Background: an optimization exercise with open tools, aiming at small area, a short achievable clock period and few clock cycles per item. Do not read the settings as production practice. RTL that was checked went through simulation tests only; none was proved equivalent to the original. Power and IR drop assume default switching activity.

== build 62 ==
==> flow/design.v (excerpt) <==
module break_reminder_timer (
  input  logic                            clk,
  input  logic                            rst_n,
  input  logic                            in_tvalid,
  output logic                            in_tready,
  input  logic [brt_pkg::IN_TDATA_W-1:0]  in_tdata,
  input  logic [2:0]                      in_tuser,
  output logic                            out_tvalid,
  input  logic                            out_tready,
  output logic [brt_pkg::OUT_TDATA_W-1:0] out_tdata,
  input  logic                            cfg_valid,
  output logic                            cfg_ready,
  input  logic [brt_pkg::CFG_IDX_W-1:0]   cfg_index,
  input  logic [brt_pkg::CFG_DATA_W-1:0]  cfg_data
);
Size in the first run: about 1000 cells after synthesis, about 160 flip-flops, ~110 I/O pins, about 8500 um^2 of cells after synthesis.
Settings: LEC_CHECK=0, ABC_AREA=1, CAP_MARGIN=20, CORE_MARGIN=2, CORE_UTILIZATION=65, SETUP_SLACK_MARGIN=3.5, SLEW_MARGIN=20; clock period 6.5 ns.
standard.sh (not shown) runs the stock make flow with config.mk's settings and CLKGATE_MAP_FILE= SYNTH_SCRIPT=/design/flow/synth_recipe.tcl, a recipe that flattens the netlist after the stock synthesis.
==> flow/flow/run.sh <==
#!/bin/bash
# Layout flow: the standard flow (standard synthesis and ORFS layout),
# with two changes: the port buffers that buffer_ports inserts are plain buf_1
# cells instead of the tool's default pick (a slow delay buffer), and clock
# tree synthesis uses larger sink clusters and inserts no dummy loads.
# ORFS writes each step's log under orfs/logs; make's own output is kept in
# standard.log here.
set -euo pipefail
cd "$(dirname "$0")/.."
export BUFFER_PORTS_ARGS="-buffer_cell sky130_fd_sc_hd__buf_1"
export CTS_ARGS="-sink_clustering_enable -sink_clustering_size 40 -sink_clustering_max_diameter 400 -sink_clustering_levels 1 -repair_clock_nets -buf_list {sky130_fd_sc_hd__clkbuf_8 sky130_fd_sc_hd__clkbuf_16} -dont_use_dummy_load"
bash standard.sh > standard.log 2>&1
Build 62: done, clean on timing, DRC and antenna
The inputs of build 89 differ from those of build 62 as listed below.
==> flow/flow/run.sh <==
#!/bin/bash
# Layout flow: the standard flow (standard synthesis and ORFS layout),
# with two changes: the port buffers that buffer_ports inserts are plain buf_1
# cells instead of the tool's default pick (a slow delay buffer), and clock
# tree synthesis inserts no dummy loads.
# ORFS writes each step's log under orfs/logs; make's own output is kept in
# standard.log here.
set -euo pipefail
cd "$(dirname "$0")/.."
export BUFFER_PORTS_ARGS="-buffer_cell sky130_fd_sc_hd__buf_1"
export CTS_ARGS="-sink_clustering_enable -repair_clock_nets -buf_list {sky130_fd_sc_hd__clkbuf_4 sky130_fd_sc_hd__clkbuf_8} -dont_use_dummy_load"
bash standard.sh > standard.log 2>&1
[summary]
Looking at build 89 and build 62, the filler-free cell count of the finished design is a wash.
[build 89 vs build 62] worst setup slack: higher in build 89
Any difference in maximum number of pins on one net before global-route repair between build 62 and build 89 is small enough to ignore.
On cell area after layout: between build 89 and build 62, it ends up higher for build 62.
In the tables for build 89 and build 62, clock share of power reads lower with build 89.
Diff build 62..build 89 | overall die height | unchanged
Diff build 62..build 89 | die outline area | unchanged
The following lists how build 30 was set up differently from build 89:
Settings: an added CTS_BUF_LIST of sky130_fd_sc_hd__clkbuf_4 sky130_fd_sc_hd__clkbuf_8.
==> flow/flow/run.sh <==
#!/bin/bash
# Layout flow: the standard flow (standard synthesis and ORFS layout),
# with the port buffers that buffer_ports inserts made plain buf_1 cells
# instead of the tool's default pick (a slow delay buffer).
# ORFS writes each step's log under orfs/logs; make's own output is kept in
# standard.log here.
set -euo pipefail
cd "$(dirname "$0")/.."
export BUFFER_PORTS_ARGS="-buffer_cell sky130_fd_sc_hd__buf_1"
bash standard.sh > standard.log 2>&1
Results
- Build 30 completed every stage of the flow, and the final layout passed the timing, design-rule and antenna checks.
- Relative to build 89, the filler cell count of build 30 is lower by 26.
- For ratio of routed vias to standard cells, build 30 and build 89 come out practically identical.
- Lower first-pass iteration count of the detailed router goes to build 30 over build 89.
- The area of all placed cells without fillers of build 30 was inferior to that of build 89.
- Build 30 reports its critical path class as reg2reg while build 89 reports in2out.
Function was not checked in any run of this note: the RTL went through the layout flow alone.

========
break_reminder_timer, a different RTL version from the one above (not shown whole).
Size: ~1000 cells after synthesis, roughly 160 flip-flops, about 110 I/O pins.
// break_reminder_timer
module break_reminder_timer (
  input  logic                            clk,
  input  logic                            rst_n,
  input  logic                            in_tvalid,
  output logic                            in_tready,
  input  logic [brt_pkg::IN_TDATA_W-1:0]  in_tdata,
  input  logic [2:0]                      in_tuser,
  output logic                            out_tvalid,
  input  logic                            out_tready,
  output logic [brt_pkg::OUT_TDATA_W-1:0] out_tdata,
  input  logic                            cfg_valid,
  output logic                            cfg_ready,
  input  logic [brt_pkg::CFG_IDX_W-1:0]   cfg_index,
  input  logic [brt_pkg::CFG_DATA_W-1:0]  cfg_data
);
export LEC_CHECK = 0
export ABC_AREA = 1
export CAP_MARGIN = 5
export CORE_MARGIN = 2
export CORE_UTILIZATION = 65
export SETUP_SLACK_MARGIN = 3.55
export SLEW_MARGIN = 5
create_clock -name core_clock -period 6.5 [get_ports {clk}]
==> flow/flow/run.sh <==
#!/bin/bash
# Layout flow: the standard flow (standard synthesis and ORFS layout),
# with two changes: the port buffers that buffer_ports inserts are plain buf_1
# cells instead of the tool's default pick (a slow delay buffer), and clock
# tree synthesis inserts no dummy loads.
# ORFS writes each step's log under orfs/logs; make's own output is kept in
# standard.log here.
set -euo pipefail
cd "$(dirname "$0")/.."
export BUFFER_PORTS_ARGS="-buffer_cell sky130_fd_sc_hd__buf_1"
export CTS_ARGS="-sink_clustering_enable -repair_clock_nets -buf_list {sky130_fd_sc_hd__clkbuf_4 sky130_fd_sc_hd__clkbuf_8} -dont_use_dummy_load"
bash standard.sh > standard.log 2>&1
Testbench counts at the start, summed over its fixed seeds: cycles 48,096, items 48,000.
Then changed:
ABC_AREA = default   (was 1)
CAP_MARGIN = 20   (was 5)
SLEW_MARGIN = 20   (was 5)
The new run completed without violations. Design area rose by 4.6%. Power went up by 2.3%. Setup slack gets worse by 0.069 ns. Synthesized cell count went down by 21%.
Then changed:
ABC_AREA = 1   (was default)
After rerunning: The changed run ran to the end with no violations. Cell count went up by 17%. Clock-buffer cell count stays the same. Sequential power stays flat. Total power went down by 2.3%. Non-clock buffer count went down by 39. Setup slack improved by 0.069 ns. Synthesized area went up by 3.6%. Global-route usage went down by 1.4 points. Routed wire length went down by 9.4%. Fmax went up by 2.3%. Cell area went down by 4.3%.
Then changed:
CORE_UTILIZATION = 75   (was 65)
PLACE_DENSITY = 0.8   (was default)
What happened:
- The new run passed the timing, design-rule and antenna checks
- final area is lower by about 0.7%
- routed wire length is higher by about 5%
- sequential power is about the same
- first-iteration DRC count is higher by about 40%
- power hardly moves
- synthesized area is unchanged
- hold slack stays flat
- via count is higher by about 4.5%
- setup slack degrades by 0.022 ns
Then changed:
CAP_MARGIN = 10   (was 20)
CORE_UTILIZATION = 65   (was 75)
PLACE_DENSITY = default   (was 0.8)
SLEW_MARGIN = 10   (was 20)
Synthesized area does not change. Final cell count is higher by 2.6%. Core utilization came out lower by 11 points. Via count went down by 4.8%. Clock skew drops by 0.013 ns.
Then changed:
CAP_MARGIN = 20   (was 10)
SETUP_SLACK_MARGIN = 3.65   (was 3.55)
SLEW_MARGIN = 20   (was 10)
Die area does not change.
Final area rose by 1.0%.
Critical path depth is unchanged.
Flip-flop and latch count stays the same.
Routed wire length went up by 2.7%.
Utilization went up by 0.73 points.

========
Setup of harbor:
break_reminder_timer, a different RTL version from the one above (not shown whole).
Size: roughly 1100 cells after synthesis, roughly 160 flip-flops, about 110 I/O pins, ~0.0096 sq mm of cells after synthesis.
clock: 6.5 ns
lec_check: 0
abc_area: 1
cap_margin: 20
core_margin: 2
core_utilization: 65
cts_buf_list: sky130_fd_sc_hd__clkbuf_4 sky130_fd_sc_hd__clkbuf_8
setup_slack_margin: 3.5
slew_margin: 20
==> flow/flow/run.sh <==
#!/bin/bash
# Layout flow: the standard flow (standard synthesis and ORFS layout),
# with the port buffers that buffer_ports inserts made plain buf_1 cells
# instead of the tool's default pick (a slow delay buffer).
# ORFS writes each step's log under orfs/logs; make's own output is kept in
# standard.log here.
set -euo pipefail
cd "$(dirname "$0")/.."
export BUFFER_PORTS_ARGS="-buffer_cell sky130_fd_sc_hd__buf_1"
bash standard.sh > standard.log 2>&1
The final layout from harbor, which completed every stage, passed the timing, design-rule and antenna checks at the end of the flow.
Here is what was changed in the inputs of fjord compared with harbor.
Settings: CORE_UTILIZATION changed from 65 to 40; CTS_BUF_LIST removed (was sky130_fd_sc_hd__clkbuf_4 sky130_fd_sc_hd__clkbuf_8).
==> flow/run.sh (new file) <==
#!/bin/bash
# synth_recipe.tcl (not shown) runs the flow's synth.tcl, then flattens the netlist and writes it again
# the make line also repeats each setting of config.mk as NAME=value (left out here)
make -C /OpenROAD-flow-scripts/flow DESIGN_CONFIG=/design/flow/config.mk WORK_HOME=/design/flow/orfs CLKGATE_MAP_FILE= SYNTH_SCRIPT=/design/flow/synth_recipe.tcl finish
removed: flow/flow/run.sh
removed: flow/standard.sh
Findings:
- On global-route wire length before repair: between harbor and fjord, it ends up higher for fjord.
- Looking at wire length, fjord sits above harbor.
- fjord vs harbor on sequential share of layout area: fjord is the lower one.
- Compared to harbor, fjord has net switching share of the total power 2.8 points lower.
- | buffer count excluding the clock tree in the final layout | fjord vs harbor | 7 higher |
#### Input delta (cedar over fjord)
==> flow/flow/run.sh (new file) <==
#!/bin/bash
# Layout flow: the standard flow (standard synthesis and ORFS layout),
# with the port buffers that buffer_ports inserts made plain buf_1 cells
# instead of the tool's default pick (a slow delay buffer).
# ORFS writes each step's log under orfs/logs; make's own output is kept in
# standard.log here.
set -euo pipefail
cd "$(dirname "$0")/.."
export BUFFER_PORTS_ARGS="-buffer_cell sky130_fd_sc_hd__buf_1"
bash standard.sh > standard.log 2>&1
==> flow/standard.sh (new file) <==
#!/bin/bash
# synth_recipe.tcl (not shown) runs the flow's synth.tcl, then flattens the netlist and writes it again
# the make line also repeats each setting of config.mk as NAME=value (left out here)
make -C /OpenROAD-flow-scripts/flow DESIGN_CONFIG=/design/flow/config.mk WORK_HOME=/design/flow/orfs CLKGATE_MAP_FILE= SYNTH_SCRIPT=/design/flow/synth_recipe.tcl "${@:-finish}"
removed: flow/run.sh
--- outcome ---
Per the final summary, cedar finished and its layout is clean on timing, DRC and antenna.
Going from fjord to cedar, share of the final layout cell area in sequential cells moved up; minimum clock period moved up; count of placed standard cells in the final layout, fillers left out moved down; clock network power moved up; die area level.
Looking at number of post-CTS setup repair buffers, cedar sits below fjord.
Summary: with fjord as the reference, area after detailed placement in cedar moved down by a few percent.
Sort cedar and fjord by final hold slack asc -> top: cedar
Summary of cedar over fjord: switching part of the total power fell 0.69 points, growth of design area from synthesis to finish fell 6.5 points.
What garnet does differently from cedar at the input level:
Settings: ABC_AREA removed (was 1).
==> flow/run.sh (new file) <==
#!/bin/bash
# synth_recipe.tcl (not shown) runs the flow's synth.tcl, then flattens the netlist and writes it again
# the make line also repeats each setting of config.mk as NAME=value (left out here)
make -C /OpenROAD-flow-scripts/flow DESIGN_CONFIG=/design/flow/config.mk WORK_HOME=/design/flow/orfs CLKGATE_MAP_FILE= SYNTH_SCRIPT=/design/flow/synth_recipe.tcl finish
removed: flow/flow/run.sh
removed: flow/standard.sh
Findings:
garnet ended with every stage complete and zero timing, DRC or antenna violations. Looking only at critical path depth, and setting everything else aside, the lower value of cedar and garnet goes to cedar. Looking only at combinational power, and setting everything else aside, the lower value of cedar and garnet goes to cedar. Final weighted congestion in routability-driven placement in garnet is 0.97% lower than in cedar. Of cedar and garnet, the higher post-synthesis compound-gate area fraction belongs to garnet. Register share of total power came out lower on garnet than on cedar. On area after synthesis: between cedar and garnet, it ends up lower for garnet. Compare cedar and garnet | clock network power share higher: cedar. Looking only at global router's overall resource usage, and setting everything else aside, the higher value of cedar and garnet goes to garnet. In the flow results for cedar and garnet, the synthesized-area fraction occupied by xor and xnor cells is smaller on cedar.
No run of this note included a check of the RTL's function; only the layout flow was run.

========
Setup of north:
break_reminder_timer again, from the RTL that the note above started with.
clock: 6.5 ns
lec_check: 0
abc_area: 1
cap_margin: 20
core_margin: 2
core_utilization: 40
setup_slack_margin: 4.0
slew_margin: 20
==> flow/flow/run.sh <==
#!/bin/bash
# Layout flow: the standard flow (standard synthesis and ORFS layout),
# with the port buffers that buffer_ports inserts made plain buf_1 cells
# instead of the tool's default pick (a slow delay buffer).
# ORFS writes each step's log under orfs/logs; make's own output is kept in
# standard.log here.
set -euo pipefail
cd "$(dirname "$0")/.."
export BUFFER_PORTS_ARGS="-buffer_cell sky130_fd_sc_hd__buf_1"
bash standard.sh > standard.log 2>&1
north went all the way through the flow, and no timing, DRC or antenna check failed.
Edits applied to the flow inputs when going from north to south:
- CTS_BUF_LIST newly set to sky130_fd_sc_hd__clkbuf_4 sky130_fd_sc_hd__clkbuf_8
- CTS_CLUSTER_SIZE newly set to 30
- SETUP_SLACK_MARGIN changed from 4.0 to 3.5
- CTS_CLUSTER_DIAMETER newly set to 100
## What came out
Diff south..north | number of top-level design ports | unchanged
Diff north..south | number of setup violations in the final report | unchanged
The minimum clock period of south is higher than that of north.
Function was not checked in any run of this note: the RTL went through the layout flow alone.

========
break_reminder_timer, a different RTL version from the one above (not shown whole).
Size in the first run: about 1100 cells after synthesis, ~160 flip-flops, ~110 I/O pins.
export LEC_CHECK = 0
export ABC_AREA = 1
export CAP_MARGIN = 20
export CORE_MARGIN = 2
export CORE_UTILIZATION = 65
export CTS_BUF_LIST = sky130_fd_sc_hd__clkbuf_4 sky130_fd_sc_hd__clkbuf_8
export SETUP_SLACK_MARGIN = 3.3
export SLEW_MARGIN = 20
create_clock -name core_clock -period 6.5 [get_ports {clk}]
Scripts as last shown in full above: flow/flow/run.sh
The starting point produced a clean layout.
Testbench counts at the start, summed over its fixed seeds: cycles 48,096, items 48,000.
Rerun with:
SETUP_SLACK_MARGIN = 3.5   (was 3.3)
Effect:
- The changed run finished with timing, DRC and antenna clean
- die area stays the same
- area after synthesis does not change
- hold slack got worse by 0.0060 ns

========
break_reminder_timer, a different RTL version from the one above (not shown whole).
Size in the first run: roughly 160 flip-flops, about 110 I/O pins, about 8800 µm² of cells after synthesis.
Settings: LEC_CHECK=0, CAP_MARGIN=20, CORE_MARGIN=2, CORE_UTILIZATION=40, SLEW_MARGIN=20; clock period 6.5 ns.
run.sh (not shown) runs the stock make flow with config.mk's settings and CLKGATE_MAP_FILE= SYNTH_SCRIPT=/design/flow/synth_recipe.tcl, a recipe that flattens the netlist after the stock synthesis.
Stock flow here: none of the scripts above is used.
Testbench counts at the start, summed over its fixed seeds: cycles 48,096, items 48,000.
Rerun with:
--- a/flow/config.mk
+++ b/flow/config.mk
@@ -9,3 +9,4 @@
 export CORE_MARGIN = 2
 export CORE_UTILIZATION = 40
+export SETUP_SLACK_MARGIN = 3.0
 export SLEW_MARGIN = 20
- design area climbs by a few percent
- hold slack is worse by 8.9 ps
- wire length climbs by a few percent
- final cell count is higher slightly
- flip-flop and latch count stays the same
- synthesized area stays the same

## port drivers added, routing unchanged
Ports are ideal in the flow. The routed layouts listed here were re-timed in OpenROAD. Step 1 assumes that a clkbuf_16 drives the clock port and a buf_2 every other input. Step 2 moves the port delays by t, midway between the first and last clock arrival at a register: inputs arrive t later, outputs are due t later. That takes back most of the time a late clock gives input paths. a / b / c = ideal ports / drivers / drivers and shift; a / b = the first two.
run | t, ns | slack for setup (ns) | slew at the worst register clock pin (ns) | cell pins on the clock port's net
build 62 | 0.470 | 3.490 / 3.490 / 3.197 | 0.06 / 0.06 | 1
build 89 | 0.484 | 3.540 / 3.520 / 3.171 | 0.08 / 0.08 | 1
build 30 | 0.483 | 3.511 / 3.511 / 3.161 | 0.08 / 0.08 | 1
the first run of note 2 | 0.487 | 3.566 / 3.547 / 3.221 | 0.08 / 0.08 | 1
the second run of note 2 | 0.484 | 3.498 / 3.464 / 3.124 | 0.09 / 0.09 | 1
the third run of note 2 | 0.482 | 3.566 / 3.547 / 3.226 | 0.08 / 0.08 | 1
the fourth run of note 2 | 0.487 | 3.544 / 3.524 / 3.245 | 0.09 / 0.09 | 1
the fifth run of note 2 | 0.487 | 3.566 / 3.547 / 3.221 | 0.08 / 0.08 | 1
the sixth run of note 2 | 0.489 | 3.554 / 3.534 / 3.228 | 0.09 / 0.09 | 1
harbor | 0.508 | 3.549 / 3.529 / 3.130 | 0.10 / 0.10 | 1
fjord | 0.475 | 3.554 / 3.530 / 3.144 | 0.07 / 0.07 | 1
cedar | 0.470 | 3.527 / 3.506 / 3.182 | 0.07 / 0.07 | 1
garnet | 0.474 | 2.698 / 2.698 / 2.698 | 0.07 / 0.07 | 1
north | 0.469 | 3.573 / 3.532 / 3.459 | 0.07 / 0.07 | 1
south | 0.505 | 3.516 / 3.496 / 3.035 | 0.10 / 0.10 | 1
the first run of note 5 | 0.493 | 3.384 / 3.362 / 2.970 | 0.10 / 0.10 | 1
the second run of note 5 | 0.485 | 3.519 / 3.496 / 3.096 | 0.09 / 0.09 | 1
the first run of note 6 | 0.477 | 2.256 / 2.262 / 1.799 | 0.07 / 0.07 | 1
the second run of note 6 | 0.477 | 2.911 / 2.911 / 2.621 | 0.07 / 0.07 | 1
After both steps setup and hold are still met in every run listed. The setup slack of south, which loses most, moves by -0.020 ns with the drivers and by -0.481 ns with both steps.
